This is an optimization exercise on Yosys and OpenROAD, whose aim is a short achievable clock period and few clock cycles per item, not a production implementation. At most, simulation tests tie the RTL to the original design; equivalence was not proved. The RTL of run 7 was laid out without a check of its function.

### flow/constraint.sdc
create_clock -name core_clock -period 12.0 [get_ports {Clock}]
set_input_delay 2.4000 -clock core_clock [delete_from_list [all_inputs] [get_ports {Clock}]]
set_output_delay 2.4000 -clock core_clock [all_outputs]
set_load 0.01 [all_outputs]
### flow/config.mk
export PLATFORM = sky130hd
export DESIGN_NAME = yuv_rgb_top
export DESIGN_NICKNAME = yuv_rgb_top
export VERILOG_FILES = /design/flow/design.v
export SDC_FILE = /design/flow/constraint.sdc
export NUM_CORES = 4
export LEC_CHECK = 0
export CAP_MARGIN = 20
export CORE_MARGIN = 2
export CORE_UTILIZATION = 40
export SLEW_MARGIN = 20
### flow/run.sh
#!/bin/bash
# synth_recipe.tcl (not shown) runs the flow's synth.tcl, then flattens the netlist and writes it again
# the make line also repeats each setting of config.mk as NAME=value (left out here)
make -C /OpenROAD-flow-scripts/flow DESIGN_CONFIG=/design/flow/config.mk WORK_HOME=/design/flow/orfs CLKGATE_MAP_FILE= SYNTH_SCRIPT=/design/flow/synth_recipe.tcl finish
### flow/design.v
package yuv_rgb_pkg;
	localparam int PAIRS_PER_ROW = 160;
	localparam int OUT_DEPTH = 20;
	localparam int OUT_PTR_W = $clog2(OUT_DEPTH);
	localparam int OUT_CNT_W = $clog2(OUT_DEPTH + 1);
	localparam int COEF_Y = 76284;
	localparam int COEF_RV = 104595;
	localparam int COEF_GU = -25624;
	localparam int COEF_GV = -53281;
	localparam int COEF_BU = 132251;
	localparam int K_R = -76284 * 16 - 104595 * 128;
	localparam int K_G = -76284 * 16 + 25624 * 128 + 53281 * 128;
	localparam int K_B = -76284 * 16 - 132251 * 128;
endpackage
module input_fifo (
	input  logic        Clock,
	input  logic        resetn,
	input  logic        in_valid,
	input  logic [15:0] in_word,
	output logic        in_credit,
	input  logic        slot_free,    
	output logic        r_valid,
	output logic [15:0] r_word
);
	localparam int DEPTH = yuv_rgb_pkg::OUT_DEPTH;
	localparam int CW = yuv_rgb_pkg::OUT_CNT_W;
	logic        g_chroma;   
	logic [7:0]  g_pair;     
	logic [CW-1:0] space;    
	logic [3:0]  need;
	logic        grant;
	always_comb begin
		need = 4'd0;
		if (g_chroma) begin
			if (g_pair == 8'(yuv_rgb_pkg::PAIRS_PER_ROW - 1))
				need = 4'd8;
			else if (g_pair >= 8'd3)
				need = 4'd2;
		end
	end
	assign grant = (space >= CW'(need));
	always_ff @(posedge Clock or negedge resetn) begin
		if (!resetn) begin
			r_valid <= 1'b0;
			in_credit <= 1'b0;
			g_chroma <= 1'b0;
			g_pair <= '0;
			space <= CW'(DEPTH);
		end else begin
			r_valid <= in_valid;
			in_credit <= grant;
			if (grant) begin
				g_chroma <= ~g_chroma;
				if (g_chroma)
					g_pair <= (g_pair == 8'(yuv_rgb_pkg::PAIRS_PER_ROW - 1)) ? 8'd0 : g_pair + 8'd1;
			end
			space <= space - (grant ? CW'(need) : CW'(0)) + CW'(slot_free);
		end
	end
	always_ff @(posedge Clock)
		r_word <= in_word;
endmodule
module conv_ctrl (
	input  logic        Clock,
	input  logic        resetn,
	input  logic        c_valid,
	input  logic [23:0] c_pixel,
	input  logic        out_credit,
	output logic        out_valid,
	output logic [23:0] out_pixel,
	output logic        slot_free
);
	localparam int DEPTH = yuv_rgb_pkg::OUT_DEPTH;
	localparam int PW = yuv_rgb_pkg::OUT_PTR_W;
	localparam int CW = yuv_rgb_pkg::OUT_CNT_W;
	logic [23:0] mem [0:DEPTH-1];
	logic [PW-1:0] wr_ptr, rd_ptr;
	logic [CW-1:0] count;
	logic          credit_r;   
	logic [3:0]    credits;    
	logic          send;
	assign send = (count != '0) && (credits != 4'd0 || credit_r);
	assign slot_free = send;
	always_ff @(posedge Clock) begin
		if (c_valid)
			mem[wr_ptr] <= c_pixel;
		if (send)
			out_pixel <= mem[rd_ptr];
	end
	always_ff @(posedge Clock or negedge resetn) begin
		if (!resetn) begin
			wr_ptr <= '0;
			rd_ptr <= '0;
			count <= '0;
			credit_r <= 1'b0;
			credits <= '0;
			out_valid <= 1'b0;
		end else begin
			credit_r <= out_credit;
			credits <= credits + 4'(credit_r) - 4'(send);
			out_valid <= send;
			if (c_valid)
				wr_ptr <= (wr_ptr == PW'(DEPTH - 1)) ? '0 : wr_ptr + 1'b1;
			if (send)
				rd_ptr <= (rd_ptr == PW'(DEPTH - 1)) ? '0 : rd_ptr + 1'b1;
			count <= count + CW'(c_valid) - CW'(send);
		end
	end
endmodule
module pair_window (
	input  logic        Clock,
	input  logic        resetn,
	input  logic        r_valid,
	input  logic [15:0] r_word,
	output logic        x_valid,
	output logic [47:0] x_u,      
	output logic [47:0] x_v,
	output logic [15:0] x_y
);
	logic        chroma;         
	logic [7:0]  pair;
	logic [47:0] win_u, win_v;
	logic [63:0] y_hist;         
	logic [47:0] nwin_u, nwin_v;
	logic [47:0] tail_u, tail_v;
	logic [47:0] tail_y;         
	logic [1:0]  tail_left;
	logic        tail_ph;
	logic        tail_issue;
	logic        c_word, row_first, row_last;
	assign c_word = r_valid & chroma;
	assign row_first = (pair == 8'd0);
	assign row_last = (pair == 8'(yuv_rgb_pkg::PAIRS_PER_ROW - 1));
	assign nwin_u = row_first ? {6{r_word[15:8]}} : {win_u[39:0], r_word[15:8]};
	assign nwin_v = row_first ? {6{r_word[7:0]}} : {win_v[39:0], r_word[7:0]};
	assign tail_issue = (tail_left != 2'd0) & tail_ph;
	always_ff @(posedge Clock or negedge resetn) begin
		if (!resetn) begin
			chroma <= 1'b0;
			pair <= '0;
			tail_left <= 2'd0;
			tail_ph <= 1'b0;
			x_valid <= 1'b0;
		end else begin
			if (r_valid) begin
				chroma <= ~chroma;
				if (chroma)
					pair <= row_last ? 8'd0 : pair + 8'd1;
			end
			if (c_word && row_last) begin
				tail_left <= 2'd3;
				tail_ph <= 1'b0;
			end else if (tail_left != 2'd0) begin
				tail_ph <= ~tail_ph;
				if (tail_ph)
					tail_left <= tail_left - 2'd1;
			end
			x_valid <= (c_word && pair >= 8'd3) || tail_issue;
		end
	end
	always_ff @(posedge Clock) begin
		if (r_valid && !chroma)
			y_hist <= {y_hist[47:0], r_word};
		if (c_word) begin
			win_u <= nwin_u;
			win_v <= nwin_v;
		end
		if (c_word && row_last) begin
			tail_u <= nwin_u;
			tail_v <= nwin_v;
			tail_y <= y_hist[47:0];
		end else if (tail_issue) begin
			tail_u <= {tail_u[39:0], tail_u[7:0]};
			tail_v <= {tail_v[39:0], tail_v[7:0]};
			tail_y <= {tail_y[31:0], 16'h0};
		end
		if (tail_issue) begin
			x_u <= {tail_u[39:0], tail_u[7:0]};
			x_v <= {tail_v[39:0], tail_v[7:0]};
			x_y <= tail_y[47:32];
		end else begin
			x_u <= nwin_u;
			x_v <= nwin_v;
			x_y <= y_hist[63:48];
		end
	end
endmodule
module chroma_fir (
	input  logic        Clock,
	input  logic        resetn,
	input  logic        x_valid,
	input  logic [47:0] x_u,
	input  logic [47:0] x_v,
	input  logic [15:0] x_y,
	output logic        p_valid,
	output logic [7:0]  p_y,
	output logic [7:0]  p_u,
	output logic [7:0]  p_v
);
	logic f1_valid, f2_valid, f3_valid, f4_valid;
	logic [7:0] f1_ye, f1_yo, f1_ue, f1_ve;
	logic [7:0] f2_ye, f2_yo, f2_ue, f2_ve;
	logic [7:0] f3_ye, f3_yo, f3_ue, f3_ve;
	logic [7:0] f4_yo;
	logic [8:0]  f1_s1u, f1_s2u, f1_s3u, f1_s1v, f1_s2v, f1_s3v;
	logic [8:0]  f2_s3u, f2_s3v;
	logic [11:0] f2_pu, f2_pv;    
	logic [12:0] f2_qu, f2_qv;    
	logic [13:0] f2_ru, f2_rv;    
	logic signed [18:0] f3_xu, f3_xv, f3_yu, f3_yv;
	logic signed [18:0] f4_au, f4_av;
	function automatic logic [7:0] clip(input logic signed [18:0] acc);
		if (acc[18])
			clip = 8'h00;
		else if (|acc[17:16])
			clip = 8'hff;
		else
			clip = acc[15:8];
	endfunction
	always_ff @(posedge Clock or negedge resetn) begin
		if (!resetn) begin
			f1_valid <= 1'b0;
			f2_valid <= 1'b0;
			f3_valid <= 1'b0;
			f4_valid <= 1'b0;
			p_valid <= 1'b0;
		end else begin
			f1_valid <= x_valid;
			f2_valid <= f1_valid;
			f3_valid <= f2_valid;
			f4_valid <= f3_valid;
			p_valid <= f3_valid | f4_valid;  
		end
	end
	always_ff @(posedge Clock) begin
		f1_s1u <= 9'(x_u[47:40]) + 9'(x_u[7:0]);
		f1_s2u <= 9'(x_u[39:32]) + 9'(x_u[15:8]);
		f1_s3u <= 9'(x_u[31:24]) + 9'(x_u[23:16]);
		f1_s1v <= 9'(x_v[47:40]) + 9'(x_v[7:0]);
		f1_s2v <= 9'(x_v[39:32]) + 9'(x_v[15:8]);
		f1_s3v <= 9'(x_v[31:24]) + 9'(x_v[23:16]);
		f1_ye <= x_y[15:8];
		f1_yo <= x_y[7:0];
		f1_ue <= x_u[31:24];
		f1_ve <= x_v[31:24];
		f2_pu <= {f1_s3u, 2'b00} + 12'(f1_s3u);
		f2_pv <= {f1_s3v, 2'b00} + 12'(f1_s3v);
		f2_qu <= {f1_s2u, 3'b000} + {f1_s2u, 2'b00} + 13'(f1_s2u);
		f2_qv <= {f1_s2v, 3'b000} + {f1_s2v, 2'b00} + 13'(f1_s2v);
		f2_ru <= {f1_s1u, 4'b0000} + {f1_s1u, 2'b00} + 14'(f1_s1u);
		f2_rv <= {f1_s1v, 4'b0000} + {f1_s1v, 2'b00} + 14'(f1_s1v);
		f2_s3u <= f1_s3u;
		f2_s3v <= f1_s3v;
		f2_ye <= f1_ye;
		f2_yo <= f1_yo;
		f2_ue <= f1_ue;
		f2_ve <= f1_ve;
		f3_xu <= 19'({f2_pu, 5'b00000}) - 19'(f2_s3u) + 19'sd128;
		f3_xv <= 19'({f2_pv, 5'b00000}) - 19'(f2_s3v) + 19'sd128;
		f3_yu <= 19'(f2_ru) - 19'({f2_qu, 2'b00});
		f3_yv <= 19'(f2_rv) - 19'({f2_qv, 2'b00});
		f3_ye <= f2_ye;
		f3_yo <= f2_yo;
		f3_ue <= f2_ue;
		f3_ve <= f2_ve;
		f4_au <= f3_xu + f3_yu;
		f4_av <= f3_xv + f3_yv;
		f4_yo <= f3_yo;
		if (f3_valid) begin
			p_y <= f3_ye;
			p_u <= f3_ue;
			p_v <= f3_ve;
		end else begin
			p_y <= f4_yo;
			p_u <= clip(f4_au);
			p_v <= clip(f4_av);
		end
	end
endmodule
module color_matrix (
	input  logic        Clock,
	input  logic        resetn,
	input  logic        p_valid,
	input  logic [7:0]  p_y,
	input  logic [7:0]  p_u,
	input  logic [7:0]  p_v,
	output logic        c_valid,
	output logic [23:0] c_pixel
);
	logic c1_valid, c2_valid;
	logic signed [26:0] c1_py, c1_pr, c1_pgu, c1_pgv, c1_pb;
	logic signed [26:0] c2_r, c2_g, c2_b;
	function automatic logic signed [26:0] prod(input int coef, input int k, input logic [7:0] x);
		logic signed [26:0] hi, lo;
		hi = '0;
		lo = '0;
		for (int n = 0; n < 16; n++) begin
			if (x[7:4] == 4'(n))
				hi = 27'(coef * n * 16 + k);
			if (x[3:0] == 4'(n))
				lo = 27'(coef * n);
		end
		prod = hi + lo;
	endfunction
	function automatic logic [7:0] clip(input logic signed [26:0] s);
		if (s[26])
			clip = 8'h00;
		else if (|s[25:24])
			clip = 8'hff;
		else
			clip = s[23:16];
	endfunction
	always_ff @(posedge Clock or negedge resetn) begin
		if (!resetn) begin
			c1_valid <= 1'b0;
			c2_valid <= 1'b0;
			c_valid <= 1'b0;
		end else begin
			c1_valid <= p_valid;
			c2_valid <= c1_valid;
			c_valid <= c2_valid;
		end
	end
	always_ff @(posedge Clock) begin
		c1_py <= prod(yuv_rgb_pkg::COEF_Y, 0, p_y);
		c1_pr <= prod(yuv_rgb_pkg::COEF_RV, yuv_rgb_pkg::K_R, p_v);
		c1_pgu <= prod(yuv_rgb_pkg::COEF_GU, yuv_rgb_pkg::K_G, p_u);
		c1_pgv <= prod(yuv_rgb_pkg::COEF_GV, 0, p_v);
		c1_pb <= prod(yuv_rgb_pkg::COEF_BU, yuv_rgb_pkg::K_B, p_u);
		c2_r <= c1_py + c1_pr;
		c2_g <= c1_py + c1_pgu + c1_pgv;
		c2_b <= c1_py + c1_pb;
		c_pixel <= {clip(c2_r), clip(c2_g), clip(c2_b)};
	end
endmodule
module yuv_rgb_top (
	input  logic        Clock,
	input  logic        resetn,
	input  logic        in_valid,
	input  logic [15:0] in_word,
	output logic        in_credit,
	output logic        out_valid,
	output logic [23:0] out_pixel,
	input  logic        out_credit
);
	logic        r_valid;
	logic [15:0] r_word;
	logic        x_valid;
	logic [47:0] x_u, x_v;
	logic [15:0] x_y;
	logic        p_valid;
	logic [7:0]  p_y, p_u, p_v;
	logic        c_valid;
	logic [23:0] c_pixel;
	logic        slot_free;
	input_fifo u_input_fifo (
		.Clock     (Clock),
		.resetn    (resetn),
		.in_valid  (in_valid),
		.in_word   (in_word),
		.in_credit (in_credit),
		.slot_free (slot_free),
		.r_valid   (r_valid),
		.r_word    (r_word)
	);
	pair_window u_pair_window (
		.Clock   (Clock),
		.resetn  (resetn),
		.r_valid (r_valid),
		.r_word  (r_word),
		.x_valid (x_valid),
		.x_u     (x_u),
		.x_v     (x_v),
		.x_y     (x_y)
	);
	chroma_fir u_chroma_fir (
		.Clock   (Clock),
		.resetn  (resetn),
		.x_valid (x_valid),
		.x_u     (x_u),
		.x_v     (x_v),
		.x_y     (x_y),
		.p_valid (p_valid),
		.p_y     (p_y),
		.p_u     (p_u),
		.p_v     (p_v)
	);
	color_matrix u_color_matrix (
		.Clock   (Clock),
		.resetn  (resetn),
		.p_valid (p_valid),
		.p_y     (p_y),
		.p_u     (p_u),
		.p_v     (p_v),
		.c_valid (c_valid),
		.c_pixel (c_pixel)
	);
	conv_ctrl u_conv_ctrl (
		.Clock      (Clock),
		.resetn     (resetn),
		.c_valid    (c_valid),
		.c_pixel    (c_pixel),
		.out_credit (out_credit),
		.out_valid  (out_valid),
		.out_pixel  (out_pixel),
		.slot_free  (slot_free)
	);
endmodule
==> summary.txt, run 1 <==
status - timing/DRC/antenna clean
starting density of the core - 40.3%
DIE AREA - 163000 sq um
Synth Area per Inst - 12.6 sq um
HP Class - reg -> reg
# DRC - 0
Async SR Flop Fraction - 3.85%
All-Layer GR Usage - 16.0%
initial antenna violation count - 0
met3 usage - 2.43%
Startpoint Class - flip-flop
r2r startpoint - u_chroma_fir.p_u[0]
Hold Path Stages - 0
PostCTS Resize Cnt - 0
drt pass-1 iters - 5
Max Cap Violations - 0
Fin Clk Skew - 33.9 ps
Post-Syn Instances - 5084
vias - 37200
dpl hpwl - 82.9 mm
Net count, final - 5591
initial drt markers - 2330
vias per cell - 5.06
CP max FO - 29
Root Buffer - clkbuf_16
commonest cells in the netlist - edfxtp_1, dfxtp_1, nor2_1
Worst Hold End - u_chroma_fir.f4_yo[6]
I/O Buffers - 45
Clock Tree Buf Depth - 3
Yosys warnings - 5
Hold Vio Cnt, Final - 0
Seq/Total Area, Yosys - 59.7%
RSZ-0062 raised after global routing - no
Post-synth EDFFs - 776
grt met1 use - 21.3%
vias in the first global route - 37200
Post-Route Utilization - 45.4%
Slew @ Worst Pin - 984 ps
Layout Cell Area excl Fill - 72100 sq um
total setup buffers inserted after CTS - 0
fin crit period - 4330 ps
post-route worst setup slack - 7670 ps
# rows - 146
crit end category - flip-flop
clock tree sinks - 1508
Tcrit/Tclk final - 36.0%
Top Usage Layer GRT - met2
H-tree level count - 4
RD Place Congestion - 0.831
layout cells sized above 1 - 10.5%
Final ANT Viol Nets - 0
worst reg2reg endpoint - u_color_matrix.c1_pgu[24]
GR Layer Usage met2 - 26.8%
Critical Path RT - 12640 ps
Netlist cell types - 96
most frequent cell after synthesis - edfxtp_1
Final setup viols - 0
filler cell count - 14100
DP Area - 66800 sq um
Worst Reg-to-Reg Cells - 11
Setup CP Type - reg -> reg
Post-Syn Area - 64000 sq um
Synth Flop Type - edfxtp_1
Die X - 404 um
grt total ovfl - 0
worst skew pair latency - 770 ps
CTS tree - done
CTS Buf Count - 157
first-pass GRT wire length - 206 mm
R2R setup slack - 7670 ps
Synth top area share - 36.4%
Slew HR - 34.4%
ranking of synthesized cells by area - edfxtp_1, dfxtp_1, ha_1
Post-Route WL - 129 mm
arrival time worst endpoint - 4960 ps
post-place setup slack - 7790 ps
CTS Hold Bufs - 0
WL/cell - 17.5 um
Clock Pin Slew Worst Setup and Hold Paths - 60 ps
Hold Slack - 319 ps
top cell type by total area after synthesis - edfxtp_1
area growth from synthesis to layout - 12.5%
largest net degree at the start of global routing - 110
max-slew violations - 0
setup TNS - 0 ps
Yosys reg bits - 1508
Die Ht - 404 um
start point of the worst hold path - u_chroma_fir.f3_yo[6]
I/O Pins - 46
core area - 159000 sq um
Fmax - 231 MHz
-- critical path: stages, from the launching register on --
cell,delay [ps]
dfxtp_1,600
nor4_1,850
inv_1,370
ha_1,470
a21oi_1,130
o21ai_0,290
a31oi_1,220
a2111oi_0,620
o31ai_1,160
a21oi_1,230
nor3_1,80
nand2b_1,180
-- metal layers --
metal / part of all wire [%] / vias to the layer above
li1: - / 18300
met5: 0 / -
met4: 2.3 / 0
met3: 4.2 / 206
met2: 48 / 745
met1: 45 / 18000
-- cell type report --
type | count | area, sq um | share of cell area, %
multi-input cells | 3079 | 24000 | 33.3
clock buffers | 222 | 4460 | 6.19
flip-flops and latches | 1508 | 38300 | 53.1
diodes | 2 | 5.00 | 0.00694
well taps | 2072 | 2590 | 3.60
repair buffers | 88 | 791 | 1.10
inverters | 309 | 1160 | 1.61
clock inverters | 70 | 841 | 1.17
-- placed cells by master, fill, tap and decap left out, drive strengths merged, types with 14 or more instances in the layout --
cell type and n:
o21a 32, nand3 42, o31ai 32, nand4 18
or2 14, and2 53, xor2 81, nor3 70
a31oi 22, nand2b 43, clkbuf 222, edfxtp 776
fa 66, mux2 67, mux4 144, nor2b 47
a21o 98, o21ai 243, buf 44, clkdlybuf4s50 44
inv 313, and3 54, nor2 374, o21bai 46
dfrtp 56, xnor2 237, ha 362, nand2 364
a211oi 17, a21oi 372, clkinv 49, dfxtp 674
-- registers in the layout, indices dropped and copies added (netlist names), 19 cells and up --
register and cells:
u_conv_ctrl.mem 480, u_pair_window.y_hist 64, u_pair_window.tail_y 48, u_pair_window.x_u 48, u_pair_window.x_v 48, u_pair_window.tail_u 40
u_pair_window.tail_v 40, u_pair_window.win_u 40, u_pair_window.win_v 40, u_color_matrix.c1_pb 25, u_color_matrix.c1_pgv 25, u_color_matrix.c1_pr 25
u_color_matrix.c1_pgu 24, u_color_matrix.c1_py 24, u_color_matrix.c_pixel 24, u_conv_ctrl.out_pixel 24, u_chroma_fir.f3_xu 19, u_chroma_fir.f3_xv 19
-- cell families (layout without fill, tap and decap cells) --
family / count (synthesis) / in the layout / share of synthesized area (%)
flip-flops: 1508 / 1508 / 59.7
AND/OR/NAND/NOR: 1130 / 1130 / 8.09
AO/OA/AOI/OAI: 975 / 975 / 9.28
buffers and inverters: 499 / 689 / 2.97
adder cells (fa/ha/maj): 433 / 433 / 9.21
XOR/XNOR: 318 / 318 / 4.35
multiplexers: 219 / 219 / 6.37
other: 2 / 6 / 0.0117
-- per-stage QoR --
| step | instances |
|---|---|
| finish | 7350 |
| global route | 7348 |
| CTS | 7348 |
| detailed placement | 7056 |
| global placement | 7055 |
| floorplan | 5086 |
-- worst max-delay path by stage --
stage / startpoint / to / slack, ps / depth (start not counted)
finish: u_chroma_fir.p_u[0] / u_color_matrix.c1_pgu[24] / 7670 / 11
global route: u_chroma_fir.p_u[0] / u_color_matrix.c1_pgu[24] / 7150 / 11
CTS: u_chroma_fir.p_v[2] / u_color_matrix.c1_pr[23] / 7720 / 14
detailed placement: u_chroma_fir.p_v[2] / u_color_matrix.c1_pr[23] / 7790 / 14
global placement: u_chroma_fir.p_v[3] / u_color_matrix.c1_pr[23] / 7890 / 12
floorplan: u_pair_window.chroma / u_pair_window.tail_u[10] / 6440 / 9
Testbench counts, summed over its fixed seeds: cycles 20,624, items 20,480.
==> inputs of run 2 (changes only) <==
==> flow/flow/run.sh (new file) <==
#!/bin/bash
set -euo pipefail
bash standard.sh SETUP_SLACK_MARGIN=9 finish > flow_make.log 2>&1
==> flow/standard.sh (new file) <==
#!/bin/bash
# synth_recipe.tcl (not shown) runs the flow's synth.tcl, then flattens the netlist and writes it again
# the make line also repeats each setting of config.mk as NAME=value (left out here)
make -C /OpenROAD-flow-scripts/flow DESIGN_CONFIG=/design/flow/config.mk WORK_HOME=/design/flow/orfs CLKGATE_MAP_FILE= SYNTH_SCRIPT=/design/flow/synth_recipe.tcl "${@:-finish}"
removed: flow/run.sh
==> run 2 against run 1 <==
Against the previous run:
- sequential share of layout area is 1.3 points lower
- cell count is 1.7% higher
- synthesized cell count stayed put
==> summary.txt, run 2 <==
largest net degree at the start of global routing - 98 (was 110)
Yosys warnings - 5 (unchanged)
Net count, final - 5715 (was 5591)
Clock Pin Slew Worst Setup and Hold Paths - 60 ps (about the same)
max incr delay on CP - 450 ps (was 850 ps)
Post-Route WL - 134 mm (was 129 mm)
I/O Pins - 46 (unchanged)
# DRC - 0 (unchanged)
RSZ-0062 raised after global routing - yes (was no)
vias in the first global route - 37600 (was 37200)
starting density of the core - 40.3% (unchanged)
Hold Path Stages - 0 (unchanged)
Yosys reg bits - 1508 (unchanged)
grt total ovfl - 0 (unchanged)
max-slew violations - 0 (unchanged)
first-pass GRT wire length - 209 mm (was 206 mm)
Levels on crit path - 1 (was 11)
Critical Path RT - 9600 ps (was 12640 ps)
commonest cells in the netlist - edfxtp_1, dfxtp_1, nor2_1 (unchanged)
largest register by flop count - u_conv_ctrl.mem (unchanged)
Root Buffer - clkbuf_16 (unchanged)
Hold Vio Cnt, Final - 0 (unchanged)
Seq/Total Area, Yosys - 59.7% (unchanged)
Startpoint Class - flip-flop (unchanged)
# rows - 146 (unchanged)
CP Cell Sequence - buf_2 (was nor4_1, inv_1, ha_1, a21oi_1, o21ai_0, a31oi_1, a2111oi_0, o31ai_1, a21oi_1, nor3_1, nand2b_1)
status - timing/DRC/antenna clean (unchanged)
worst skew pair latency - 790 ps (was 770 ps)
CP max FO - 1 (was 29)
Synth Area per Inst - 12.6 sq um (unchanged)
CP endpoint - out_pixel[1] (was u_color_matrix.c1_pgu[24])
WP buf/inv - 1 (unchanged)
Slew @ Worst Pin - 1040 ps (was 984 ps)
dpl hpwl - 81.2 mm (was 82.9 mm)
CTS tree - done (unchanged)
layout cells sized above 1 - 16.5% (was 10.5%)
drt pass-1 iters - 5 (unchanged)
filler cell count - 14100 (about the same)
Post-Syn Area - 64000 sq um (unchanged)
Slew HR - 30.6% (was 34.4%)
All-Layer GR Usage - 16.2% (was 16.0%)
Final ANT Viol Nets - 0 (unchanged)
critical path's slowest cell - edfxtp_1 (was nor4_1)
Post-Syn Instances - 5084 (unchanged)
Post-Route Utilization - 46.7% (was 45.4%)
CTS Hold Bufs - 0 (unchanged)
Top Registers - u_conv_ctrl.mem: 480 flops, u_pair_window.y_hist: 64 flops (unchanged)
vias - 38300 (was 37200)
HP Class - reg -> reg (unchanged)
Synth top area share - 36.4% (unchanged)
core area - 159000 sq um (unchanged)
Synth Flop Type - edfxtp_1 (unchanged)
delay-heaviest family, CP - flip-flops (was compound AO/OA/AOI/OAI gates)
R2R setup slack - 8940 ps (was 7670 ps)
most frequent cell after synthesis - edfxtp_1 (unchanged)
Die Ht - 404 um (unchanged)
worst setup path start - u_conv_ctrl.out_pixel[1] (was u_chroma_fir.p_u[0])
Die X - 404 um (unchanged)
commonest non-fill, non-tap cell in the layout - edfxtp_1 (unchanged)
r2r startpoint - u_chroma_fir.p_v[3] (was u_chroma_fir.p_u[0])
multi-input logic area - 25000 sq um (was 24000 sq um)
fin crit period - 3810 ps (was 4330 ps)
most frequent cells in the layout - edfxtp_1, dfxtp_1, nor2_1 (unchanged)
Worst Reg-to-Reg Cells - 15 (was 11)
Clock Tree Buf Depth - 3 (unchanged)
Largest register FFs - 480 (unchanged)
Post-synth EDFFs - 776 (unchanged)
I/O Buffers - 45 (unchanged)
vias per cell - 5.12 (was 5.06)
CTS Buf Count - 157 (unchanged)
Async SR Flop Fraction - 3.85% (unchanged)
Max Cap Violations - 0 (unchanged)
H-tree level count - 4 (unchanged)
crit end category - primary output (was flip-flop)
Setup CP Type - reg -> out (was reg -> reg)
ranking of synthesized cells by area - edfxtp_1, dfxtp_1, ha_1 (unchanged)
Netlist cell types - 96 (unchanged)
arrival time worst endpoint - 1410 ps (was 4960 ps)
DIE AREA - 163000 sq um (unchanged)
Final setup viols - 0 (unchanged)
setup TNS - 0 ps (unchanged)
worst reg2reg endpoint - u_color_matrix.c1_pr[23] (was u_color_matrix.c1_pgu[24])
Fmax - 263 MHz (was 231 MHz)
clock tree sinks - 1508 (unchanged)
initial antenna violation count - 3 (was 0)
Storage cell area - 38400 sq um (was 38300 sq um)
initial drt markers - 2523 (was 2330)
area growth from synthesis to layout - 15.6% (was 12.5%)
Tcrit/Tclk final - 31.7% (was 36.0%)
top cell type by total area after synthesis - edfxtp_1 (unchanged)
RD Place Congestion - 0.849 (was 0.831)
WL/cell - 17.9 um (was 17.5 um)
Fin Clk Skew - 27.2 ps (was 33.9 ps)
-- run 2: changes by cell type in the layout (fill, tap and decap cells not counted), sizes merged --
cell           change
buf              +145
clkdlybuf4s50     -26
bufinv             -8
clkbuf             +5
clkinv             +4
bufbuf             +2
clkinvlp           -1
inv                +1
nand2              +1
-- run 2: cell type report --
type	count	area share, %
repair buffers	211	2.43
multi-input cells	3080	33.7
clock inverters	66	0.858
diodes	2	0.00676
clock buffers	225	6.12
well taps	2072	3.50
flip-flops and latches	1508	51.8
inverters	309	1.58
-- run 2: worst min-delay path by stage --
stage,start,end,slack [ps]
after global placement,u_chroma_fir.f1_ue[1],u_chroma_fir.f2_ue[1],310
after detailed placement,u_chroma_fir.f2_ue[3],u_chroma_fir.f3_ue[3],310
after CTS,u_pair_window.x_y[4],u_chroma_fir.f1_yo[4],320
after floorplan,u_pair_window.x_y[8],u_chroma_fir.f1_ye[0],310
after global routing,u_chroma_fir.f1_ue[5],u_chroma_fir.f2_ue[5],330
final,u_chroma_fir.f1_ve[5],u_chroma_fir.f2_ve[5],320
-- run 2: per-layer routing --
layer | vias to the layer above | global-route usage, % | wire (um)
met2 | 775 | 27.4 | 65200
met1 | 18700 | 21.4 | 59600
met3 | 253 | 2.62 | 5550
li1 | 18600 | - | -
met4 | 0 | 5.15 | 3780
met5 | - | 0 | 0
-- run 2: kinds of logic (layout without fill, tap and decap cells) --
group,Yosys count,count (layout),synth area share (%)
AO/OA/AOI/OAI,975,975,9.28
XOR/XNOR,318,318,4.35
adder cells (fa/ha/maj),433,433,9.21
buffers and inverters,499,811,2.97
flip-flops,1508,1508,59.7
multiplexers,219,219,6.37
other,2,6,0.0117
AND/OR/NAND/NOR,1130,1131,8.09
-- run 2: through the flow --
| stage | worst slack [ps] | instance area [sq um] | instances | hold WS (ps) |
|---|---|---|---|---|
| floorplan | 8840 | 64300 | 5086 | 310 |
| global placement | 8060 | 66900 | 7054 | 310 |
| detailed placement | 8000 | 66900 | 7054 | 312 |
| CTS | 8120 | 72900 | 7412 | 325 |
| global route | 8130 | 74100 | 7471 | 328 |
| finish | 8190 | 74100 | 7473 | 325 |
-- run 2: timing repair --
| action | in CTS | in global routing |
|---|---|---|
| setup buffers | 64 | 59 |
| cloned | 3 | 0 |
| pin swaps | 37 | 95 |
| endpoints found under the setup margin | 348 | 269 |
| gates resized for setup | 234 | 165 |
==> inputs of run 3 (changes only) <==
--- a/flow/design.v
+++ b/flow/design.v
@@ -85,6 +85,5 @@
 		if (c_valid)
 			mem[wr_ptr] <= c_pixel;
-		if (send)
-			out_pixel <= mem[rd_ptr];
+		out_pixel <= mem[rd_ptr];  
 	end
 	always_ff @(posedge Clock or negedge resetn) begin
--- a/flow/config.mk
+++ b/flow/config.mk
@@ -9,3 +9,5 @@
 export CORE_MARGIN = 2
 export CORE_UTILIZATION = 40
+export CTS_CLUSTER_DIAMETER = 80
+export CTS_CLUSTER_SIZE = 30
 export SLEW_MARGIN = 20
==> run 3 against run 2 <==
Against the previous run:
- worst setup slack better by 190 ps
- synthesized cell count fell by 0.26%
- non-clock buffer count grew 66
- maximum frequency rose by 5.2%
- first-iteration DRC count grew 2.6%
- largest cell class unchanged
==> summary.txt, run 3 <==
status - timing/DRC/antenna clean (unchanged)
Yosys reg bits - 1508 (unchanged)
H-tree level count - 3 (was 4)
Tcrit/Tclk final - 30.1% (was 31.7%)
setup TNS - 0 ps (unchanged)
Startpoint Class - flip-flop (unchanged)
area growth from synthesis to layout - 14.2% (was 15.6%)
Slew HR - 31.9% (was 30.6%)
worst skew pair latency - 740 ps (was 790 ps)
Yosys warnings - 5 (unchanged)
Final setup viols - 0 (unchanged)
first-pass GRT wire length - 205 mm (was 209 mm)
RD Place Congestion - 0.809 (was 0.849)
vias per cell - 5.10 (was 5.12)
drt pass-1 iters - 5 (unchanged)
critical path's slowest cell - dfxtp_4 (was edfxtp_1)
Fmax - 276 MHz (was 263 MHz)
dpl hpwl - 82.7 mm (was 81.2 mm)
max-slew violations - 0 (unchanged)
most frequent cell after synthesis - edfxtp_1 (unchanged)
Synth top area share - 35.5% (was 36.4%)
I/O Pins - 46 (unchanged)
Clock Pin Slew Worst Setup and Hold Paths - 100 ps (was 60 ps)
DIE AREA - 162000 sq um (was 163000 sq um)
core area - 158000 sq um (was 159000 sq um)
Critical Path RT - 9600 ps (about the same)
commonest cells in the netlist - edfxtp_1, dfxtp_1, a21oi_1 (was edfxtp_1, dfxtp_1, nor2_1)
max incr delay on CP - 370 ps (was 450 ps)
Post-Route WL - 133 mm (was 134 mm)
layout cells sized above 1 - 17.9% (was 16.5%)
Layout Cells excl Fill - 7394 (was 7473)
WL/cell - 18.0 um (was 17.9 um)
CTS Buf Count - 84 (was 157)
CP max FO - 1 (unchanged)
Synth Flop Type - edfxtp_1 (unchanged)
Post-Syn Area - 63700 sq um (was 64000 sq um)
delay-heaviest family, CP - flip-flops (unchanged)
clock tree sinks - 1508 (unchanged)
Root Buffer - clkbuf_16 (unchanged)
Hold Vio Cnt, Final - 0 (unchanged)
CTS Hold Bufs - 0 (unchanged)
post-place setup slack - 7820 ps (was 8000 ps)
post-route worst setup slack - 8380 ps (was 8190 ps)
most frequent cells in the layout - edfxtp_1, dfxtp_1, nand2_1 (was edfxtp_1, dfxtp_1, nor2_1)
All-Layer GR Usage - 16.0% (was 16.2%)
Seq/Total Area, Yosys - 59.7% (about the same)
ranking of synthesized cells by area - edfxtp_1, dfxtp_1, ha_1 (unchanged)
Fin Clk Skew - 27.8 ps (was 27.2 ps)
Async SR Flop Fraction - 3.85% (unchanged)
I/O Buffers - 45 (unchanged)
initial drt markers - 2589 (was 2523)
Placed Cells - 7039 (was 7054)
grt total ovfl - 0 (unchanged)
largest net degree at the start of global routing - 94 (was 98)
vias in the first global route - 36700 (was 37600)
# DRC - 0 (unchanged)
Final ANT Viol Nets - 0 (unchanged)
CP Cell Sequence - buf_6 (was buf_2)
Top Registers - u_conv_ctrl.mem: 480 flops, u_pair_window.y_hist: 64 flops (unchanged)
fin crit period - 3620 ps (was 3810 ps)
Setup CP Type - reg -> out (unchanged)
filler cell count - 14100 (about the same)
Slew @ Worst Pin - 1020 ps (was 1040 ps)
vias - 37700 (was 38300)
# rows - 146 (unchanged)
Hold Slack - 330 ps (was 325 ps)
RSZ-0062 raised after global routing - yes (unchanged)
HP Class - reg -> reg (unchanged)
arrival time worst endpoint - 1220 ps (was 1410 ps)
Max Cap Violations - 0 (unchanged)
largest register by flop count - u_conv_ctrl.mem (unchanged)
initial antenna violation count - 6 (was 3)
top cell type by total area after synthesis - edfxtp_1 (unchanged)
commonest non-fill, non-tap cell in the layout - edfxtp_1 (unchanged)
Post-Syn Instances - 5071 (was 5084)
Post-synth EDFFs - 752 (was 776)
Synth Area per Inst - 12.6 sq um (about the same)
crit end category - primary output (unchanged)
Die Ht - 403 um (was 404 um)
Largest register FFs - 480 (unchanged)
Die X - 403 um (was 404 um)
Net count, final - 5698 (was 5715)
CTS tree - done (unchanged)
starting density of the core - 40.2% (was 40.3%)
Netlist cell types - 93 (was 96)
WP buf/inv - 1 (unchanged)
Clock Tree Buf Depth - 3 (unchanged)
## run 3: cell count changes after synthesis, sizes merged, moves of 7 or more
cell / change
a21o: -31
dfxtp: +24
edfxtp: -24
and3: -18
a21oi: +14
or3: +14
a31oi: -11
nor3: +11
nand2b: +10
a211oi: -9
o31ai: -8
and2: -7
nand2: +7
## run 3: final cells by class
class / instances / area, sq um / area share, %
Inverter: 308 / 1200 / 1.65
Clock inverter: 67 / 1030 / 1.42
Clock buffer: 90 / 2190 / 3.01
Sequential cell: 1508 / 38200 / 52.5
Tap cell: 2072 / 2590 / 3.57
Antenna cell: 1 / 2.50 / 0.00344
Multi-Input combinational cell: 3071 / 25100 / 34.5
Timing Repair Buffer: 277 / 2430 / 3.35
## run 3: logic make-up after synthesis
group,synth area share [%]
AO/OA/AOI/OAI,9.03
buffers and inverters,2.96
other,0.0118
adder cells (fa/ha/maj),9.24
AND/OR/NAND/NOR,8.20
flip-flops,59.7
XOR/XNOR,4.36
multiplexers,6.51
## run 3: layer usage
layer	GRT usage, %	routed length (um)
met1	21.1	58900
met2	27.7	65900
met3	1.98	4750
met4	4.49	3470
met5	0	0
## run 3: final timing paths
check	from	end	slack, ps	cells past startpoint
worst min-delay path	u_chroma_fir.f3_yo[6]	u_chroma_fir.f4_yo[6]	330	0
max in group asynchronous	resetn	u_conv_ctrl.rd_ptr[1]	9450	2
worst max-delay path	u_conv_ctrl.out_pixel[1]	out_pixel[1]	8380	1
worst max register to register	u_chroma_fir.p_u[3]	u_color_matrix.c1_pgu[24]	8830	15
min in group asynchronous	resetn	u_pair_window.tail_ph	1580	1
worst min register to register	u_chroma_fir.f3_yo[6]	u_chroma_fir.f4_yo[6]	330	0
## run 3: metrics by stage
stage	util, %	area (sq um)
finish	46.0	72700
global route	46.0	72700
CTS	45.0	71300
detailed placement	42.1	66600
global placement	42.1	66600
floorplan	-	64000
## run 3: timing repair
| action | in CTS | in global routing |
|---|---|---|
| cloned | 4 | 0 |
| resized for setup | 307 | 203 |
| setup buffers | 114 | 79 |
| pin swaps | 63 | 125 |
| endpoints found under the setup margin | 371 | 229 |
Testbench counts of run 3, summed over its fixed seeds: cycles 20,624, items 20,480.
==> inputs of run 4 (changes only) <==
--- a/flow/config.mk
+++ b/flow/config.mk
@@ -8,6 +8,4 @@
 export CAP_MARGIN = 20
 export CORE_MARGIN = 2
-export CORE_UTILIZATION = 40
-export CTS_CLUSTER_DIAMETER = 80
-export CTS_CLUSTER_SIZE = 30
+export CORE_UTILIZATION = 70
 export SLEW_MARGIN = 20
==> run 4 against run 3 <==
Against the previous run:
- critical endpoint is now out_valid
- clock skew up 2.1 ps
- non-clock buffer count down 13
- largest cell class unchanged
- worst hold slack worse by 22 ps
- maximum frequency down 3.0%
- core utilization up 35 points
- critical path type unchanged
==> summary.txt, run 4 <==
Setup CP Type - reg -> out (unchanged)
commonest cells in the netlist - edfxtp_1, dfxtp_1, a21oi_1 (unchanged)
Net count, final - 5752 (was 5698)
drt pass-1 iters - 8 (was 5)
Hold Slack - 308 ps (was 330 ps)
multiplexer share of the synthesized area - 6.51% (unchanged)
fin crit period - 3730 ps (was 3620 ps)
Netlist cell types - 93 (unchanged)
HP Class - reg -> reg (unchanged)
vias - 40100 (was 37700)
Synth Area in Adders - 9.24% (unchanged)
CTS Buf Count - 148 (was 84)
Top Registers - u_conv_ctrl.mem: 480 flops, u_pair_window.y_hist: 64 flops (unchanged)
most frequent cell after synthesis - edfxtp_1 (unchanged)
Critical Path RT - 9600 ps (about the same)
setup TNS - 0 ps (unchanged)
initial antenna violation count - 4 (was 6)
Max Cap Violations - 0 (unchanged)
delay-heaviest family, CP - flip-flops (unchanged)
core area - 90000 sq um (was 158000 sq um)
# rows - 110 (was 146)
# DRC - 0 (unchanged)
Post-synth EDFFs - 752 (unchanged)
most frequent cells in the layout - edfxtp_1, dfxtp_1, nand2_1 (unchanged)
vias in the first global route - 39500 (was 36700)
commonest non-fill, non-tap cell in the layout - edfxtp_1 (unchanged)
Yosys warnings - 5 (unchanged)
first-pass GRT wire length - 221 mm (was 205 mm)
XOR/XNOR Fraction of Synth Area - 4.36% (unchanged)
worst skew pair latency - 770 ps (was 740 ps)
Post-Route WL - 145 mm (was 133 mm)
layout cells sized above 1 - 18.8% (was 17.9%)
largest net degree at the start of global routing - 93 (was 94)
Die Ht - 306 um (was 403 um)
Synth Flop Type - edfxtp_1 (unchanged)
filler cell count - 4985 (was 14100)
Post-Route Utilization - 81.4% (was 46.0%)
post-route worst setup slack - 8270 ps (was 8380 ps)
Slew @ Worst Pin - 1010 ps (was 1020 ps)
multi-input logic area - 25200 sq um (was 25100 sq um)
CTS tree - done (unchanged)
Storage cell area - 38200 sq um (about the same)
Root Buffer - clkbuf_16 (unchanged)
critical path's slowest cell - dfrtp_2 (was dfxtp_4)
max incr delay on CP - 440 ps (was 370 ps)
Tcrit/Tclk final - 31.1% (was 30.1%)
Async SR Flop Fraction - 3.85% (unchanged)
CP max FO - 1 (unchanged)
grt total ovfl - 0 (unchanged)
area growth from synthesis to layout - 15.1% (was 14.2%)
CP Cell Sequence - buf_6 (unchanged)
crit end category - primary output (unchanged)
Fmax - 268 MHz (was 276 MHz)
WL/cell - 22.0 um (was 18.0 um)
clock tree sinks - 1508 (unchanged)
Hold Vio Cnt, Final - 0 (unchanged)
Yosys reg bits - 1508 (unchanged)
largest register by flop count - u_conv_ctrl.mem (unchanged)
Clock Tree Buf Depth - 3 (unchanged)
dpl hpwl - 84.8 mm (was 82.7 mm)
vias per cell - 6.07 (was 5.10)
Synth Area in Compound Gates - 9.03% (unchanged)
DIE AREA - 93400 sq um (was 162000 sq um)
starting density of the core - 70.7% (was 40.2%)
largest family of logic cells by synthesized area - adder cells (unchanged)
Final ANT Viol Nets - 0 (unchanged)
Startpoint Class - flip-flop (unchanged)
Final setup viols - 0 (unchanged)
WP buf/inv - 1 (unchanged)
Clock Pin Slew Worst Setup and Hold Paths - 60 ps (was 100 ps)
Synth top area share - 35.5% (unchanged)
All-Layer GR Usage - 30.7% (was 16.0%)
Post-Syn Area - 63700 sq um (unchanged)
Largest register FFs - 480 (unchanged)
RD Place Congestion - 0.917 (was 0.809)
max-slew violations - 0 (unchanged)
Fin Clk Skew - 29.9 ps (was 27.8 ps)
initial drt markers - 3587 (was 2589)
I/O Pins - 46 (unchanged)
Synth Area per Inst - 12.6 sq um (unchanged)
RSZ-0062 raised after global routing - yes (unchanged)
post-synthesis simple-gate area fraction - 8.20% (unchanged)
Seq/Total Area, Yosys - 59.7% (unchanged)
Slew HR - 32.4% (was 31.9%)
Die X - 306 um (was 403 um)
post-place setup slack - 7970 ps (was 7820 ps)
Post-Syn Instances - 5071 (unchanged)
top cell type by total area after synthesis - edfxtp_1 (unchanged)
H-tree level count - 4 (was 3)
I/O Buffers - 45 (unchanged)
ranking of synthesized cells by area - edfxtp_1, dfxtp_1, ha_1 (unchanged)
status - timing/DRC/antenna clean (unchanged)
arrival time worst endpoint - 1330 ps (was 1220 ps)
[run 4: cell families (layout without fill, tap and decap cells)]
logic type	count (synthesis)	in the layout
DFF	1508	1508
and+or+nand+nor	1144	1150
AOI/OAI and AO/OA	948	948
buffers and inverters	497	849
adders and majority gates	431	431
xor gates and xnor gates	316	316
muxes	225	225
other	2	9
[run 4: final timing paths]
check | from | end | slack, ps | cells after the start
max in group asynchronous | resetn | u_conv_ctrl.rd_ptr[1] | 9520 | 1
min in group asynchronous | resetn | u_input_fifo.r_valid | 1750 | 1
max | u_conv_ctrl.out_valid | out_valid | 8270 | 1
max reg2reg | u_input_fifo.g_pair[6] | u_input_fifo.space[4] | 8800 | 14
min reg2reg | u_chroma_fir.f2_yo[2] | u_chroma_fir.f3_yo[2] | 310 | 0
min | u_chroma_fir.f2_yo[2] | u_chroma_fir.f3_yo[2] | 310 | 0
[run 4: timing repair]
item | CTS | global route
hold buffers | 0 | 0
endpoints found under the setup margin | 467 | 361
pin swaps | 55 | 117
buffers inserted | 97 | 81
cloned | 7 | 1
resized for setup | 298 | 228
[run 4: final cells by class]
class / instances / share of cell area [%]
repair buffers: 264 / 3.18
clock inverters: 68 / 1.13
multi-input cells: 3074 / 34.3
clock buffers: 209 / 5.67
well taps: 1176 / 2.01
diodes: 5 / 0.0171
flip-flops and latches: 1508 / 52.0
inverters: 308 / 1.63
[run 4: stage by stage]
stage	instances	area [sq um]
floorplan	5073	64000
global placement	6144	65400
detailed placement	6144	65400
CTS	6525	71800
global route	6607	73300
finish	6612	73300
[run 4: layer usage]
layer | up-vias | part of all wire [%] | GRT usage [%]
met3 | 355 | 7.1 | 5.35
met4 | 0 | 3.9 | 12.2
li1 | 18600 | - | -
met2 | 1645 | 49 | 51.0
met5 | - | 0 | 0
met1 | 19500 | 40 | 40.6
==> inputs of run 5 (changes only) <==
--- a/flow/config.mk
+++ b/flow/config.mk
@@ -8,4 +8,6 @@
 export CAP_MARGIN = 20
 export CORE_MARGIN = 2
-export CORE_UTILIZATION = 70
+export CORE_UTILIZATION = 40
+export CTS_CLUSTER_DIAMETER = 60
+export CTS_CLUSTER_SIZE = 25
 export SLEW_MARGIN = 20
==> run 5 against run 4 <==
Against the previous run:
- clock-buffer cell count is 91 lower
- synthesized area unchanged
- sequential share of layout area fell by 0.30 points
- register-to-register slack is essentially flat
- non-clock buffer count increased by 25
- global-route usage shrank 15 points
- synthesized cell count unchanged
- wire length decreased by 7.6%
- clock skew rose by 4.5 ps
- maximum frequency grew 2.4%
- core utilization fell by 35 points
==> summary.txt, run 5 <==
Post-Route Utilization - 46.6% (was 81.4%)
critical path's slowest cell - dfxtp_4 (was dfrtp_2)
Critical Path RT - 9600 ps (about the same)
delay-heaviest family, CP - flip-flops (unchanged)
Fmax - 275 MHz (was 268 MHz)
clock tree sinks - 1508 (unchanged)
Hold Vio Cnt, Final - 0 (unchanged)
CP max FO - 1 (unchanged)
Yosys warnings - 5 (unchanged)
vias in the first global route - 37100 (was 39500)
# DRC - 0 (unchanged)
layout cells sized above 1 - 19.1% (was 18.8%)
All-Layer GR Usage - 16.1% (was 30.7%)
Post-Syn Area - 63700 sq um (unchanged)
Max Cap Violations - 0 (unchanged)
Slew @ Worst Pin - 1050 ps (was 1010 ps)
HP Class - reg -> reg (unchanged)
most frequent cell after synthesis - edfxtp_1 (unchanged)
Layout Cell Area excl Fill - 73800 sq um (was 73300 sq um)
largest register by flop count - u_conv_ctrl.mem (unchanged)
RD Place Congestion - 0.809 (was 0.917)
Fin Clk Skew - 34.3 ps (was 29.9 ps)
post-place setup slack - 7820 ps (was 7970 ps)
commonest non-fill, non-tap cell in the layout - edfxtp_1 (unchanged)
Die X - 403 um (was 306 um)
Root Buffer - clkbuf_16 (unchanged)
Async SR Flop Fraction - 3.85% (unchanged)
WL/cell - 18.0 um (was 22.0 um)
Clock Pin Slew Worst Setup and Hold Paths - 90 ps (was 60 ps)
setup TNS - 0 ps (unchanged)
first-pass GRT wire length - 207 mm (was 221 mm)
Clock Tree Buf Depth - 3 (unchanged)
Post-Route WL - 134 mm (was 145 mm)
initial antenna violation count - 5 (was 4)
grt total ovfl - 0 (unchanged)
Top Registers - u_conv_ctrl.mem: 480 flops, u_pair_window.y_hist: 64 flops (unchanged)
I/O Pins - 46 (unchanged)
crit end category - primary output (unchanged)
commonest cells in the netlist - edfxtp_1, dfxtp_1, a21oi_1 (unchanged)
Die Ht - 403 um (was 306 um)
CTS Buf Count - 109 (was 148)
Largest register FFs - 480 (unchanged)
CTS tree - done (unchanged)
I/O Buffers - 45 (unchanged)
core area - 158000 sq um (was 90000 sq um)
Synth top area share - 35.5% (unchanged)
max incr delay on CP - 370 ps (was 440 ps)
Slew HR - 30.1% (was 32.4%)
RSZ-0062 raised after global routing - yes (unchanged)
Seq/Total Area, Yosys - 59.7% (unchanged)
Startpoint Class - flip-flop (unchanged)
starting density of the core - 40.2% (was 70.7%)
H-tree level count - 3 (was 4)
Synth Flop Type - edfxtp_1 (unchanged)
Setup CP Type - reg -> out (unchanged)
Netlist cell types - 93 (unchanged)
# rows - 146 (was 110)
Synth Area per Inst - 12.6 sq um (unchanged)
Tcrit/Tclk final - 30.3% (was 31.1%)
vias per cell - 5.08 (was 6.07)
DIE AREA - 162000 sq um (was 93400 sq um)
drt pass-1 iters - 6 (was 8)
max-slew violations - 0 (unchanged)
initial drt markers - 2616 (was 3587)
Post-Syn Instances - 5071 (unchanged)
Yosys reg bits - 1508 (unchanged)
Placed Cells - 7039 (was 6144)
CTS Hold Bufs - 0 (unchanged)
Final setup viols - 0 (unchanged)
Net count, final - 5735 (was 5752)
DP Area - 66600 sq um (was 65400 sq um)
vias - 37800 (was 40100)
Post-synth EDFFs - 752 (unchanged)
most frequent cells in the layout - edfxtp_1, dfxtp_1, nand2_1 (unchanged)
area growth from synthesis to layout - 15.8% (was 15.1%)
largest net degree at the start of global routing - 94 (was 93)
dpl hpwl - 82.7 mm (was 84.8 mm)
status - timing/DRC/antenna clean (unchanged)
Final ANT Viol Nets - 0 (unchanged)
fin crit period - 3640 ps (was 3730 ps)
top cell type by total area after synthesis - edfxtp_1 (unchanged)
Layout Cells excl Fill - 7456 (was 6612)
ranking of synthesized cells by area - edfxtp_1, dfxtp_1, ha_1 (unchanged)
WP buf/inv - 1 (unchanged)
post-route worst setup slack - 8360 ps (was 8270 ps)
arrival time worst endpoint - 1240 ps (was 1330 ps)
Hold Slack - 330 ps (was 308 ps)
CP Cell Sequence - buf_6 (unchanged)
worst skew pair latency - 750 ps (was 770 ps)
## run 5: cell counts after synthesis
Identical to the previous run, type by type.
## run 5: what timing repair did
item / in CTS / in global routing
pin swaps: 72 / 118
buffers inserted: 116 / 88
endpoints found under the setup margin: 371 / 177
resized for setup: 331 / 208
cloned: 4 / 1
## run 5: layer usage
layer	vias to the layer above	track usage (%)	routed length (um)
met5	-	0	13
met4	2	4.61	3820
met3	235	2.47	5130
met2	695	27.7	66100
met1	18400	21.1	59100
li1	18500	-	-
## run 5: logic make-up after synthesis
logic type / count (synthesis) / synth area share (%)
simple gates: 1144 / 8.20
compound gates: 948 / 9.03
buf+inv: 497 / 2.96
xor+xnor: 316 / 4.36
fa+ha+maj: 431 / 9.24
flops: 1508 / 59.7
mux: 225 / 6.51
other cells: 2 / 0.0118
## run 5: final timing paths
check                                         start                        to  slack (ps)  depth (start not counted)
hold reg to reg               u_chroma_fir.f1_ue[6]     u_chroma_fir.f2_ue[6]         330                          0
min in group asynchronous                    resetn      u_pair_window.chroma        1570                          1
max in group asynchronous                    resetn     u_conv_ctrl.rd_ptr[0]        9490                          2
hold / removal                u_chroma_fir.f1_ue[6]     u_chroma_fir.f2_ue[6]         330                          0
setup reg to reg                u_chroma_fir.p_v[3]  u_color_matrix.c1_pr[22]        8810                         15
setup / recovery           u_conv_ctrl.out_pixel[1]              out_pixel[1]        8360                          1
## run 5: cell type report
class	count	area (sq um)
Sequential cell	1508	38200
Timing Repair Buffer	289	2570
Multi-Input combinational cell	3071	25200
Antenna cell	1	2.50
Clock buffer	118	2810
Clock inverter	89	1220
Fill cell	14000	84400
Tap cell	2072	2590
Inverter	308	1190
==> inputs of run 6 (changes only) <==
--- a/flow/config.mk
+++ b/flow/config.mk
@@ -9,5 +9,3 @@
 export CORE_MARGIN = 2
 export CORE_UTILIZATION = 40
-export CTS_CLUSTER_DIAMETER = 60
-export CTS_CLUSTER_SIZE = 25
 export SLEW_MARGIN = 20
==> run 6 against run 5 <==
Against the previous run:
- cell count is 0.99% higher
- synthesized cell count is the same
- wire length is 0.82% higher
- still clean on timing, DRC and antenna
- global-route usage rose by 0.21 points
- critical path depth unchanged
- critical endpoint is now out_valid
==> summary.txt, run 6 <==
clock tree sinks - 1508 (unchanged)
Yosys reg bits - 1508 (unchanged)
Hold Slack - 305 ps (was 330 ps)
Critical Path RT - 9600 ps (about the same)
delay-heaviest family, CP - flip-flops (unchanged)
initial drt markers - 2528 (was 2616)
critical path's slowest cell - dfrtp_1 (was dfxtp_4)
starting density of the core - 40.2% (unchanged)
Fmax - 272 MHz (was 275 MHz)
Async SR Flop Fraction - 3.85% (unchanged)
status - timing/DRC/antenna clean (unchanged)
setup TNS - 0 ps (unchanged)
Tcrit/Tclk final - 30.7% (was 30.3%)
Top Usage Layer GRT - met2 (unchanged)
Max Cap Violations - 0 (unchanged)
Placed Cells - 7039 (unchanged)
most frequent cell after synthesis - edfxtp_1 (unchanged)
All-Layer GR Usage - 16.3% (was 16.1%)
Final ANT Viol Nets - 0 (unchanged)
fin crit period - 3680 ps (was 3640 ps)
top cell type by total area after synthesis - edfxtp_1 (unchanged)
dpl hpwl - 82.7 mm (unchanged)
Top Registers - u_conv_ctrl.mem: 480 flops, u_pair_window.y_hist: 64 flops (unchanged)
Synth Flop Type - edfxtp_1 (unchanged)
CTS Buf Count - 159 (was 109)
core area - 158000 sq um (unchanged)
Clock Tree Buf Depth - 3 (unchanged)
I/O Buffers - 45 (unchanged)
post-place setup slack - 7820 ps (unchanged)
CP Cell Sequence - buf_6 (unchanged)
arrival time worst endpoint - 1280 ps (was 1240 ps)
grt met1 use - 21.2% (was 21.1%)
Largest register FFs - 480 (unchanged)
Startpoint Class - flip-flop (unchanged)
CP max FO - 1 (unchanged)
Synth Area per Inst - 12.6 sq um (unchanged)
# rows - 146 (unchanged)
Yosys warnings - 5 (unchanged)
RD Place Congestion - 0.809 (unchanged)
DIE AREA - 162000 sq um (unchanged)
I/O Pins - 46 (unchanged)
Net count, final - 5770 (was 5735)
vias - 38100 (was 37800)
first-pass GRT wire length - 209 mm (was 207 mm)
RSZ-0062 raised after global routing - yes (unchanged)
met3 usage - 2.22% (was 2.47%)
Hold Vio Cnt, Final - 0 (unchanged)
Worst Reg-to-Reg Cells - 15 (unchanged)
Die Ht - 403 um (unchanged)
Post-Route WL - 135 mm (was 134 mm)
Slew @ Worst Pin - 1040 ps (was 1050 ps)
Seq/Total Area, Yosys - 59.7% (unchanged)
CTS tree - done (unchanged)
layout cells sized above 1 - 19.2% (was 19.1%)
# DRC - 0 (unchanged)
Synth top area share - 35.5% (unchanged)
worst skew pair latency - 790 ps (was 750 ps)
max-slew violations - 0 (unchanged)
Netlist cell types - 93 (unchanged)
Post-Syn Instances - 5071 (unchanged)
Setup CP Type - reg -> out (unchanged)
Layout Cells excl Fill - 7530 (was 7456)
filler cell count - 13900 (was 14000)
drt pass-1 iters - 8 (was 6)
WL/cell - 18.0 um (about the same)
Clock Pin Slew Worst Setup and Hold Paths - 60 ps (was 90 ps)
Fin Clk Skew - 32.4 ps (was 34.3 ps)
Slew HR - 30.4% (was 30.1%)
antenna cells - 0 (was 1)
max incr delay on CP - 370 ps (about the same)
Post-synth EDFFs - 752 (unchanged)
initial antenna violation count - 3 (was 5)
multi-input logic area - 25200 sq um (about the same)
post-route worst setup slack - 8320 ps (was 8360 ps)
grt total ovfl - 0 (unchanged)
largest register by flop count - u_conv_ctrl.mem (unchanged)
vias per cell - 5.06 (was 5.08)
vias in the first global route - 37600 (was 37100)
commonest cells in the netlist - edfxtp_1, dfxtp_1, a21oi_1 (unchanged)
commonest non-fill, non-tap cell in the layout - edfxtp_1 (unchanged)
Levels on crit path - 1 (unchanged)
WP buf/inv - 1 (unchanged)
Root Buffer - clkbuf_16 (unchanged)
Final setup viols - 0 (unchanged)
ranking of synthesized cells by area - edfxtp_1, dfxtp_1, ha_1 (unchanged)
Hold Path Stages - 0 (unchanged)
most frequent cells in the layout - edfxtp_1, dfxtp_1, nand2_1 (unchanged)
HP Class - reg -> reg (unchanged)
Storage cell area - 38200 sq um (about the same)
crit end category - primary output (unchanged)
largest net degree at the start of global routing - 94 (unchanged)
Die X - 403 um (unchanged)
GR Layer Usage met2 - 28.3% (was 27.7%)
area growth from synthesis to layout - 17.8% (was 15.8%)
Post-Syn Area - 63700 sq um (unchanged)
H-tree level count - 4 (was 3)
==> run 6: cell counts after synthesis <==
Identical to the previous run, type by type.
==> run 6: area by class of cell <==
cell class	instances	area share (%)
tap	2072	3.46
multi-input combinational	3071	33.6
clock inverter	73	1.27
timing repair buffer	274	3.27
clock buffer	224	5.96
inverter	308	1.60
sequential	1508	50.9
==> run 6: through the flow <==
stage,instance area [sq um],util (%)
global placement,66600,42.1
CTS,73400,46.4
floorplan,64000,-
global route,75000,47.4
finish,75000,47.4
detailed placement,66600,42.1
==> run 6: layer usage <==
metal | routed length (um) | up-vias
met2 | 67500 | 704
met5 | 0 | -
met4 | 3290 | 0
li1 | - | 18600
met1 | 59800 | 18600
met3 | 4680 | 217
==> run 6: final timing paths <==
check,slack (ps),end,from
max in group asynchronous,9520,u_conv_ctrl.rd_ptr[0],resetn
min in group asynchronous,1530,u_pair_window.tail_ph,resetn
worst min-delay path,310,u_chroma_fir.f2_ve[7],u_chroma_fir.f1_ve[7]
worst max-delay path,8320,out_valid,u_conv_ctrl.out_valid
worst min register to register,310,u_chroma_fir.f2_ve[7],u_chroma_fir.f1_ve[7]
worst max register to register,8830,u_color_matrix.c1_pr[23],u_chroma_fir.p_v[2]
==> run 6: logic make-up (layout without fill, tap and decap cells) <==
group,count (synthesis),in the layout,share of synthesized area [%]
XOR/XNOR,316,316,4.36
flip-flops,1508,1508,59.7
multiplexers,225,225,6.51
buffers and inverters,497,879,2.96
adder cells (fa/ha/maj),431,431,9.24
AO/OA/AOI/OAI,948,948,9.03
AND/OR/NAND/NOR,1144,1147,8.20
other,2,4,0.0118
==> run 6: repair_timing <==
| action | CTS | global route |
|---|---|---|
| hold buffers | 0 | 0 |
| resized for setup | 300 | 226 |
| pin swaps | 62 | 121 |
| gates cloned | 4 | 0 |
| endpoints found under the setup margin | 372 | 195 |
| setup buffers | 104 | 86 |
==> inputs of run 7 (changes only) <==
--- a/flow/design.v
+++ b/flow/design.v
@@ -1,5 +1,5 @@
 package yuv_rgb_pkg;
 	localparam int PAIRS_PER_ROW = 160;
-	localparam int OUT_DEPTH = 20;
+	localparam int OUT_DEPTH = 8;
 	localparam int OUT_PTR_W = $clog2(OUT_DEPTH);
 	localparam int OUT_CNT_W = $clog2(OUT_DEPTH + 1);
--- a/flow/config.mk
+++ b/flow/config.mk
@@ -9,3 +9,5 @@
 export CORE_MARGIN = 2
 export CORE_UTILIZATION = 40
+export CTS_CLUSTER_DIAMETER = 80
+export CTS_CLUSTER_SIZE = 30
 export SLEW_MARGIN = 20
==> run 7 against run 6 <==
Against the previous run:
- clock skew rose by 25 ps
- cell count fell by 13%
- maximum frequency rose by 2.8%
- global-route usage fell by 0.80 points
- wire length fell by 22%
- highest routed layer unchanged
- critical endpoint unchanged
==> summary.txt, run 7 <==
most frequent cell after synthesis - dfxtp_1 (was edfxtp_1)
dpl hpwl - 67.6 mm (was 82.7 mm)
# rows - 132 (was 146)
met3 usage - 1.87% (was 2.22%)
max-slew violations - 0 (unchanged)
All-Layer GR Usage - 15.5% (was 16.3%)
grt met1 use - 21.4% (was 21.2%)
vias - 32400 (was 38100)
Post-Syn Instances - 4595 (was 5071)
status - timing/DRC/antenna clean (unchanged)
largest net degree at the start of global routing - 95 (was 94)
drt pass-1 iters - 6 (was 8)
critical path's slowest cell - dfrtp_1 (unchanged)
Synth Area in Adders - 11.2% (was 9.24%)
Largest register FFs - 192 (was 480)
initial drt markers - 2356 (was 2528)
vias per cell - 4.96 (was 5.06)
Async SR Flop Fraction - 4.28% (was 3.85%)
Layout Cell Area excl Fill - 59300 sq um (was 75000 sq um)
crit end category - primary output (unchanged)
Startpoint Class - flip-flop (unchanged)
commonest cells in the netlist - dfxtp_1, edfxtp_1, a21oi_1 (was edfxtp_1, dfxtp_1, a21oi_1)
I/O Buffers - 45 (unchanged)
DP Area - 54600 sq um (was 66600 sq um)
Final setup viols - 0 (unchanged)
Seq/Total Area, Yosys - 56.0% (was 59.7%)
Post-Route WL - 105 mm (was 135 mm)
# DRC - 0 (unchanged)
Netlist cell types - 87 (was 93)
Yosys reg bits - 1214 (was 1508)
commonest non-fill, non-tap cell in the layout - dfxtp_1 (was edfxtp_1)
GR Layer Usage met2 - 25.9% (was 28.3%)
-- run 7: cell count changes after synthesis, moves of 9 or more --
cell	change
a21oi_1	-10
o21ai_0	-15
edfxtp_1	-288
mux4_2	-96
nand2b_1	-9
buf_1	+9
nand2_1	-13
clkbuf_1	-30
-- run 7: logic make-up after synthesis --
| family | Yosys count |
|---|---|
| simple gates | 1100 |
| flops | 1214 |
| other cells | 2 |
| buf+inv | 473 |
| xor+xnor | 319 |
| fa+ha+maj | 428 |
| mux | 132 |
| compound gates | 927 |
-- run 7: per-stage QoR --
stage / hold WS [ps] / utilization (%) / setup slack [ps] / cells
2_1_floorplan: 310 / - / 8960 / 4597
3_3_place_gp: 310 / 42.2 / 7720 / 6236
3_5_place_dp: 312 / 42.2 / 7650 / 6236
4_1_cts: 334 / 44.8 / 8350 / 6455
5_1_grt: 338 / 45.8 / 8350 / 6521
6_report: 332 / 45.8 / 8420 / 6522
-- run 7: worst paths after layout --
path,cells past startpoint,from,endpoint
worst max-delay path,1,u_conv_ctrl.out_valid,out_valid
worst min-delay path,0,u_chroma_fir.f2_ue[3],u_chroma_fir.f3_ue[3]
worst max register to register,16,u_chroma_fir.p_u[3],u_color_matrix.c1_pb[20]
worst min register to register,0,u_chroma_fir.f2_ue[3],u_chroma_fir.f3_ue[3]
max in group asynchronous,2,resetn,u_conv_ctrl.rd_ptr[0]
min in group asynchronous,2,resetn,u_conv_ctrl.rd_ptr[0]
-- run 7: timing repair --
| item | 4_1_cts | 5_1_grt |
|---|---|---|
| pin swaps | 63 | 114 |
| cloned | 6 | 1 |
| setup endpoints to repair | 359 | 177 |
| setup buffers | 103 | 65 |
| gates resized for setup | 278 | 196 |
-- run 7: layer usage --
metal	wire length, um	vias up
met1	49000	15500
met5	0	-
li1	-	16200
met3	3980	149
met2	49900	516
met4	2510	0
-- run 7: cell type report --
type / instances / area share (%)
Sequential cell: 1214 / 49.4
Multi-Input combinational cell: 2913 / 37.8
Tap cell: 1742 / 3.67
Timing Repair Buffer: 233 / 3.48
Clock buffer: 76 / 2.70
Inverter: 308 / 2.03
Clock inverter: 34 / 0.900
Timing Repair inverter: 1 / 0.0148
Antenna cell: 1 / 0.00422

what the ideal ports hide:
In the flow no input, the clock included, has a driving cell. The finished layouts below were timed again as built, in two steps. Step 1 assumes that a clkbuf_16 drives the clock port and a buf_2 every other input. Step 2 also shifts input and output timing later by t, the mid clock arrival at the registers, as if the neighbouring blocks saw the same clock. a / b / c = ideal / step 1 / step 2; a / b = the first two.
run | t, ns | setup slack, ns | worst setup path at the end | cell pins on the clock port's net
run 1 | 0.839 | 7.675 / 7.675 / 7.675 | register to register | 1
run 2 | 0.855 | 8.193 / 8.116 / 8.731 | input, reset recovery | 1
run 3 | 0.796 | 8.382 / 8.306 / 8.703 | input, reset recovery | 1
run 4 | 0.829 | 8.270 / 8.199 / 8.734 | input, reset recovery | 1
run 5 | 0.811 | 8.358 / 8.282 / 8.733 | input, reset recovery | 1
run 6 | 0.857 | 8.322 / 8.241 / 8.717 | input, reset recovery | 1
run 7 | 0.768 | 8.421 / 8.352 / 8.805 | register to register | 1
After both steps every run listed still meets setup and hold. The worst setup slack also covers recovery checks on asynchronous resets.
